What follows belongs to an exercise in optimizing a design on an open flow for small area; a production flow would make more cautious choices. The RTL was checked by simulation tests, not by an equivalence proof against the original design. Power is estimated from default activity; no workload was simulated.

==> job 9621 <==
// rule110_frame_rx
module rule110_frame_rx
(
  input  logic             clk,
  input  logic             rst,
  input  logic [rule110_pkg::WORD-1:0]  word_in,
  input  logic             word_valid,
  input  logic             sof,
  input  logic             check_en,
  output logic [rule110_pkg::CELLS-1:0] frame_out,
  output logic             frame_valid,
  output logic             mismatch,
  output logic             sync_err,
  output logic [15:0]      frame_count,
  output logic [7:0]       err_count,
  output rule110_pkg::rx_state_e state_dbg
);
  localparam int CELLS = rule110_pkg::CELLS;
  localparam int WORD  = rule110_pkg::WORD;
  localparam int WORDS = rule110_pkg::WORDS;
  rule110_pkg::rx_state_e state_q;
  logic [3:0]             idx_q;
  logic [CELLS-WORD-1:0]  asm_q;      
  logic [CELLS-1:0]       frame_q;    
  logic                   have_prev_q;
  logic                   diff_q;     
  logic                   frame_valid_q;
  logic                   mismatch_q;
  logic                   sync_err_q;
  logic [15:0]            frame_count_q;
  logic [7:0]             err_count_q;
  logic                   recv;
  logic                   take;
  logic                   last;
  logic [WORDS-1:0]       sel;
  logic [CELLS+1:0]       ext;
  logic [WORD+1:0]        win;
  logic [WORD-1:0]        exp_w;
  logic                   diff_w;
  logic                   diff_all;
  logic                   mismatch_d;
  assign recv = (state_q == rule110_pkg::RECV);
  assign take = word_valid & (sof | recv);           
  assign last = word_valid & recv & ~sof & (idx_q == 4'(WORDS - 1));
  assign ext = {1'b0, frame_q, 1'b0};
  always_comb begin
    for (int w = 0; w < WORDS; w++)
      sel[w] = (w == 0) ? sof : (~sof & (idx_q == 4'(w)));
    win = '0;
    for (int w = 0; w < WORDS; w++)
      win = win | ({(WORD+2){sel[w]}} & ext[CELLS+1-WORD*w -: WORD+2]);
  end
  rule110_step #(.N(WORD)) u_step (
  ...
==> module rule110_frame_rx, before the edit <==
module rule110_frame_rx
(
  input  logic             clk,
  input  logic             rst,
  input  logic [rule110_pkg::WORD-1:0]  word_in,
  input  logic             word_valid,
  input  logic             sof,
  input  logic             check_en,
  output logic [rule110_pkg::CELLS-1:0] frame_out,
  output logic             frame_valid,
  output logic             mismatch,
  output logic             sync_err,
  output logic [15:0]      frame_count,
  output logic [7:0]       err_count,
  output rule110_pkg::rx_state_e state_dbg
);
  localparam int CELLS = rule110_pkg::CELLS;
  localparam int WORD  = rule110_pkg::WORD;
  localparam int WORDS = rule110_pkg::WORDS;
  rule110_pkg::rx_state_e state_q;
  logic [3:0]             idx_q;
  logic [CELLS-WORD-1:0]  asm_q;      
  logic [CELLS-1:0]       frame_q;    
  logic                   have_prev_q;
  logic                   diff_q;     
  logic                   frame_valid_q;
  logic                   mismatch_q;
  logic                   sync_err_q;
  logic [15:0]            frame_count_q;
  logic [7:0]             err_count_q;
  logic                   recv;
  logic                   take;
  logic                   last;
  logic [WORDS-1:0]       sel;
  logic [CELLS+1:0]       ext;
  logic [WORD+1:0]        win;
  logic [WORD-1:0]        exp_w;
  logic                   diff_w;
  logic                   diff_all;
  logic                   mismatch_d;
  assign recv = (state_q == rule110_pkg::RECV);
  assign take = word_valid & (sof | recv);           
  assign last = word_valid & recv & ~sof & (idx_q == 4'(WORDS - 1));
  assign ext = {1'b0, frame_q, 1'b0};
  always_comb begin
    for (int w = 0; w < WORDS; w++)
      sel[w] = (w == 0) ? sof : (~sof & (idx_q == 4'(w)));
    win = '0;
    for (int w = 0; w < WORDS; w++)
      win = win | ({(WORD+2){sel[w]}} & ext[CELLS+1-WORD*w -: WORD+2]);
  end
  rule110_step #(.N(WORD)) u_step (
    .cur_i (win[WORD:1]),
    .l_i   (win[WORD+1]),
    .r_i   (win[0]),
    .nxt_o (exp_w)
  );
  assign diff_w     = (word_in != exp_w);
  assign diff_all   = diff_w | diff_q;
  assign mismatch_d = check_en & have_prev_q & diff_all;
  logic sh_asm;
  logic hold_asm;
  assign sh_asm   = word_valid & ~rst;
  assign hold_asm = ~word_valid & ~rst;
  always_ff @(posedge clk) begin
    asm_q <= ({CELLS-WORD{sh_asm}} & {asm_q[CELLS-2*WORD-1:0], word_in})
           | ({CELLS-WORD{hold_asm}} & asm_q);
  end
  logic ld_frame;
  logic hold_frame;
  assign ld_frame   = last & ~rst;
  assign hold_frame = ~last & ~rst;
  always_ff @(posedge clk) begin
    frame_q <= ({CELLS{ld_frame}} & {asm_q, word_in}) | ({CELLS{hold_frame}} & frame_q);
  end
  always_ff @(posedge clk) begin
    if (take) diff_q <= diff_w | (diff_q & ~sof);
  end
  always_ff @(posedge clk) begin
    if (rst) begin
      state_q       <= rule110_pkg::IDLE;
      idx_q         <= '0;
      have_prev_q   <= 1'b0;
      frame_valid_q <= 1'b0;
      mismatch_q    <= 1'b0;
      sync_err_q    <= 1'b0;
      frame_count_q <= '0;
      err_count_q   <= '0;
    end else begin
      frame_valid_q <= last;
      mismatch_q    <= last & mismatch_d;
      sync_err_q    <= word_valid & (recv ? sof : ~sof);
      if (take) begin
        state_q <= rule110_pkg::RECV;
        idx_q   <= sof ? 4'd1 : idx_q + 4'd1;
      end
      if (last) begin
        have_prev_q   <= 1'b1;
        frame_count_q <= frame_count_q + 16'd1;
        if (mismatch_d && (err_count_q != 8'hFF)) begin
          err_count_q <= err_count_q + 8'd1;
        end
        state_q <= rule110_pkg::IDLE;
      end
    end
  end
  assign frame_out   = frame_q;
  assign frame_valid = frame_valid_q;
  assign mismatch    = mismatch_q;
  assign sync_err    = sync_err_q;
  assign frame_count = frame_count_q;
  assign err_count   = err_count_q;
  assign state_dbg   = state_q;
endmodule
==> flow/config.mk <==
export PLATFORM = sky130hd
export DESIGN_NAME = rule110_frame_rx
export DESIGN_NICKNAME = rule110_frame_rx
export VERILOG_FILES = /design/flow/design.v
export SDC_FILE = /design/flow/constraint.sdc
export NUM_CORES = 4
export LEC_CHECK = 0
export ABC_AREA = 1
export CAP_MARGIN = 20
export CORE_MARGIN = 2
export CORE_UTILIZATION = 60
export PLACE_DENSITY = 0.7
export SLEW_MARGIN = 20
export BUFFER_PORTS_ARGS = -buffer_cell sky130_fd_sc_hd__buf_1
export GPL_KEEP_OVERFLOW = 0.3
export CTS_ARGS = -sink_clustering_enable -repair_clock_nets -dont_use_dummy_load -buf_list {sky130_fd_sc_hd__clkbuf_8} -sink_clustering_size 16 -sink_clustering_max_diameter 45
==> flow/constraint.sdc <==
create_clock -name core_clock -period 5.0 [get_ports {clk}]
set_input_delay 1.0000 -clock core_clock [delete_from_list [all_inputs] [get_ports {clk}]]
set_output_delay 1.0000 -clock core_clock [all_outputs]
set_load 0.01 [all_outputs]
standard.sh (not shown) runs the stock make flow with config.mk's settings and CLKGATE_MAP_FILE= SYNTH_SCRIPT=/design/flow/synth_recipe.tcl, a recipe that flattens the netlist after the stock synthesis.
==> flow/flow/run.sh <==
#!/bin/bash
# The standard layout with three changes:
#  - after the standard synthesis (unchanged), the combinational gates are
#    re-mapped by ABC for area (flow/remap.ys); registers keep names and cells;
#  - port buffers use buf_1 instead of clkdlybuf4s50_1;
#  - the clock tree uses clkbuf_8 with larger sink clusters and no dummy loads.
set -e
cat >> config.mk <<'EOC'
export BUFFER_PORTS_ARGS = -buffer_cell sky130_fd_sc_hd__buf_1
export GPL_KEEP_OVERFLOW = 0.3
export CTS_ARGS = -sink_clustering_enable -repair_clock_nets -dont_use_dummy_load -buf_list {sky130_fd_sc_hd__clkbuf_8} -sink_clustering_size 16 -sink_clustering_max_diameter 45
EOC
bash standard.sh synth > standard_synth.log 2>&1
R=orfs/results/$FLOW_PLATFORM/rule110_frame_rx/base
cp $R/1_2_yosys.v $R/1_2_yosys_std.v
LIB=$FLOW_HOME/platforms/$FLOW_PLATFORM/lib/sky130_fd_sc_hd__tt_025C_1v80.lib
sed -e "s|@LIB@|$LIB|g" -e "s|@IN@|$R/1_2_yosys_std.v|g" -e "s|@OUT@|$R/1_2_yosys_remap.v|g" \
    -e "s|@TOP@|$FLOW_TOP|g" -e "s|@ABC@|flow/remap.abc|g" -e "s|@STAT@|remap_stat.txt|g" \
    flow/remap.ys.in > remap.ys
YOSYS=$(command -v yosys || echo $FLOW_HOME/../tools/install/yosys/bin/yosys)
"$YOSYS" -s remap.ys > remap.log 2>&1
cp $R/1_2_yosys_remap.v $R/1_2_yosys.v
rm -f $R/1_synth.odb $R/1_synth.sdc
bash standard.sh > standard.log 2>&1
==> flow/flow/remap.abc <==
&get -n
&st
&dch
&nf -a -R 1000
&put
==> flow/flow/remap.ys.in <==
# Re-map the combinational logic of the standard synthesis for area. The
# flip-flops (and every other sequential cell) are kept as they are, with their
# names and cell types; only the gates between them are re-mapped.
read_liberty -ignore_miss_func @LIB@
read_verilog -defer @IN@
hierarchy -top @TOP@
setattr -mod -set keep_hierarchy 1 sky130_fd_sc_hd__*df* sky130_fd_sc_hd__*dl* sky130_fd_sc_hd__conb_1
flatten
delete t:$scopeinfo
rename -hide w:*.*
select -module @TOP@
opt -full
abc -liberty @LIB@ -dont_use sky130_fd_sc_hd__probe_p_8 -dont_use sky130_fd_sc_hd__probec_p_8 -dont_use sky130_fd_sc_hd__lpflow_* -script @ABC@
opt_clean -purge
hilomap -singleton -hicell sky130_fd_sc_hd__conb_1 HI -locell sky130_fd_sc_hd__conb_1 LO
insbuf -buf sky130_fd_sc_hd__buf_4 A X
opt_clean -purge
tee -o @STAT@ stat -liberty @LIB@
write_verilog -noattr -nohex -nodec -selected @OUT@
==> inputs of job 5117, as changes to job 9621 <==
--- a/flow/design.v
+++ b/flow/design.v
@@ -81,13 +81,9 @@
   assign diff_w     = (word_in != exp_w);
   assign diff_all   = diff_w | diff_q;
   assign mismatch_d = check_en & have_prev_q & diff_all;
-  logic sh_asm;
-  logic hold_asm;
-  assign sh_asm   = word_valid & ~rst;
-  assign hold_asm = ~word_valid & ~rst;
   always_ff @(posedge clk) begin
-    asm_q <= ({CELLS-WORD{sh_asm}} & {asm_q[CELLS-2*WORD-1:0], word_in})
-           | ({CELLS-WORD{hold_asm}} & asm_q);
+    asm_q <= ({CELLS-WORD{word_valid}} & {asm_q[CELLS-2*WORD-1:0], word_in})
+           | ({CELLS-WORD{~word_valid}} & asm_q);
   end
   logic ld_frame;
   logic hold_frame;
--- a/flow/flow/run.sh
+++ b/flow/flow/run.sh
@@ -7,7 +7,6 @@
 set -e
 cat >> config.mk <<'EOC'
 export BUFFER_PORTS_ARGS = -buffer_cell sky130_fd_sc_hd__buf_1
-export GPL_KEEP_OVERFLOW = 0.3
 export CTS_ARGS = -sink_clustering_enable -repair_clock_nets -dont_use_dummy_load -buf_list {sky130_fd_sc_hd__clkbuf_8} -sink_clustering_size 16 -sink_clustering_max_diameter 45
 EOC
 bash standard.sh synth > standard_synth.log 2>&1
--- a/flow/config.mk
+++ b/flow/config.mk
@@ -6,11 +6,10 @@
 export NUM_CORES = 4
 export LEC_CHECK = 0
 export ABC_AREA = 1
-export CAP_MARGIN = 20
+export CAP_MARGIN = 5
 export CORE_MARGIN = 2
 export CORE_UTILIZATION = 60
 export PLACE_DENSITY = 0.7
-export SLEW_MARGIN = 20
+export SLEW_MARGIN = 5
 export BUFFER_PORTS_ARGS = -buffer_cell sky130_fd_sc_hd__buf_1
-export GPL_KEEP_OVERFLOW = 0.3
 export CTS_ARGS = -sink_clustering_enable -repair_clock_nets -dont_use_dummy_load -buf_list {sky130_fd_sc_hd__clkbuf_8} -sink_clustering_size 16 -sink_clustering_max_diameter 45
==> inputs of job 1642, as changes to job 9621 <==
--- a/flow/design.v
+++ b/flow/design.v
@@ -81,13 +81,9 @@
   assign diff_w     = (word_in != exp_w);
   assign diff_all   = diff_w | diff_q;
   assign mismatch_d = check_en & have_prev_q & diff_all;
-  logic sh_asm;
-  logic hold_asm;
-  assign sh_asm   = word_valid & ~rst;
-  assign hold_asm = ~word_valid & ~rst;
   always_ff @(posedge clk) begin
-    asm_q <= ({CELLS-WORD{sh_asm}} & {asm_q[CELLS-2*WORD-1:0], word_in})
-           | ({CELLS-WORD{hold_asm}} & asm_q);
+    asm_q <= ({CELLS-WORD{word_valid}} & {asm_q[CELLS-2*WORD-1:0], word_in})
+           | ({CELLS-WORD{~word_valid}} & asm_q);
   end
   logic ld_frame;
   logic hold_frame;
==> flow/flow/run.sh (replaced) <==
#!/bin/bash
# Standard layout with smaller port buffers and a clock tree without dummy loads.
set -e
cat >> config.mk <<'EOC'
export BUFFER_PORTS_ARGS = -buffer_cell sky130_fd_sc_hd__buf_1
export CTS_ARGS = -sink_clustering_enable -repair_clock_nets -dont_use_dummy_load -buf_list {sky130_fd_sc_hd__clkbuf_4} -sink_clustering_size 25
EOC
bash standard.sh > standard.log 2>&1
--- a/flow/config.mk
+++ b/flow/config.mk
@@ -12,5 +12,4 @@
 export PLACE_DENSITY = 0.7
 export SLEW_MARGIN = 20
 export BUFFER_PORTS_ARGS = -buffer_cell sky130_fd_sc_hd__buf_1
-export GPL_KEEP_OVERFLOW = 0.3
-export CTS_ARGS = -sink_clustering_enable -repair_clock_nets -dont_use_dummy_load -buf_list {sky130_fd_sc_hd__clkbuf_8} -sink_clustering_size 16 -sink_clustering_max_diameter 45
+export CTS_ARGS = -sink_clustering_enable -repair_clock_nets -dont_use_dummy_load -buf_list {sky130_fd_sc_hd__clkbuf_4} -sink_clustering_size 25
removed: flow/flow/remap.abc
removed: flow/flow/remap.ys.in
==> notes <==
- Wire length: job 1642 is higher than job 5117 (about 23%).
- Between job 9621 and job 5117, the lower combinational power is in job 5117 (gap about 33%, measured against job 5117).
- Critical path depth, highest first: job 1642, job 9621, job 5117.
- Non-clock buffer count, lowest first: job 1642, job 5117, job 9621.

## static timing again, ports no longer ideal
The results above use ideal ports. As a check the final layouts listed here were re-extracted and re-timed, cells and wires unchanged. Step 1 sets driving cells, clkbuf_16 on the clock port and buf_2 on the other inputs (assumed; they add their load-dependent delay and slew). Step 2 adds t to the input delays and takes it off the output delays; t is the mean of the earliest and latest rising clock arrival at the registers after step 1. Input paths then give back, and output paths get back, about the clock's delay inside the block. Three values: ideal ports, drivers, drivers and shift; two values: the first two.
run	shift t [ns]	slack for setup (ns)	worst slew at a driven data input, ns	cell pins on the clock port's net
job 9621	0.618	0.604 / 0.620 / 0.002	0.07	1
job 5117	0.619	0.815 / 0.797 / 0.177	0.09	1
job 1642	0.842	1.385 / 1.385 / 0.722	0.05	1
After both steps setup and hold are still met in every run listed. The setup slack of job 1642, which loses most, moves by 0.000 ns with the drivers and by -0.663 ns with both steps.
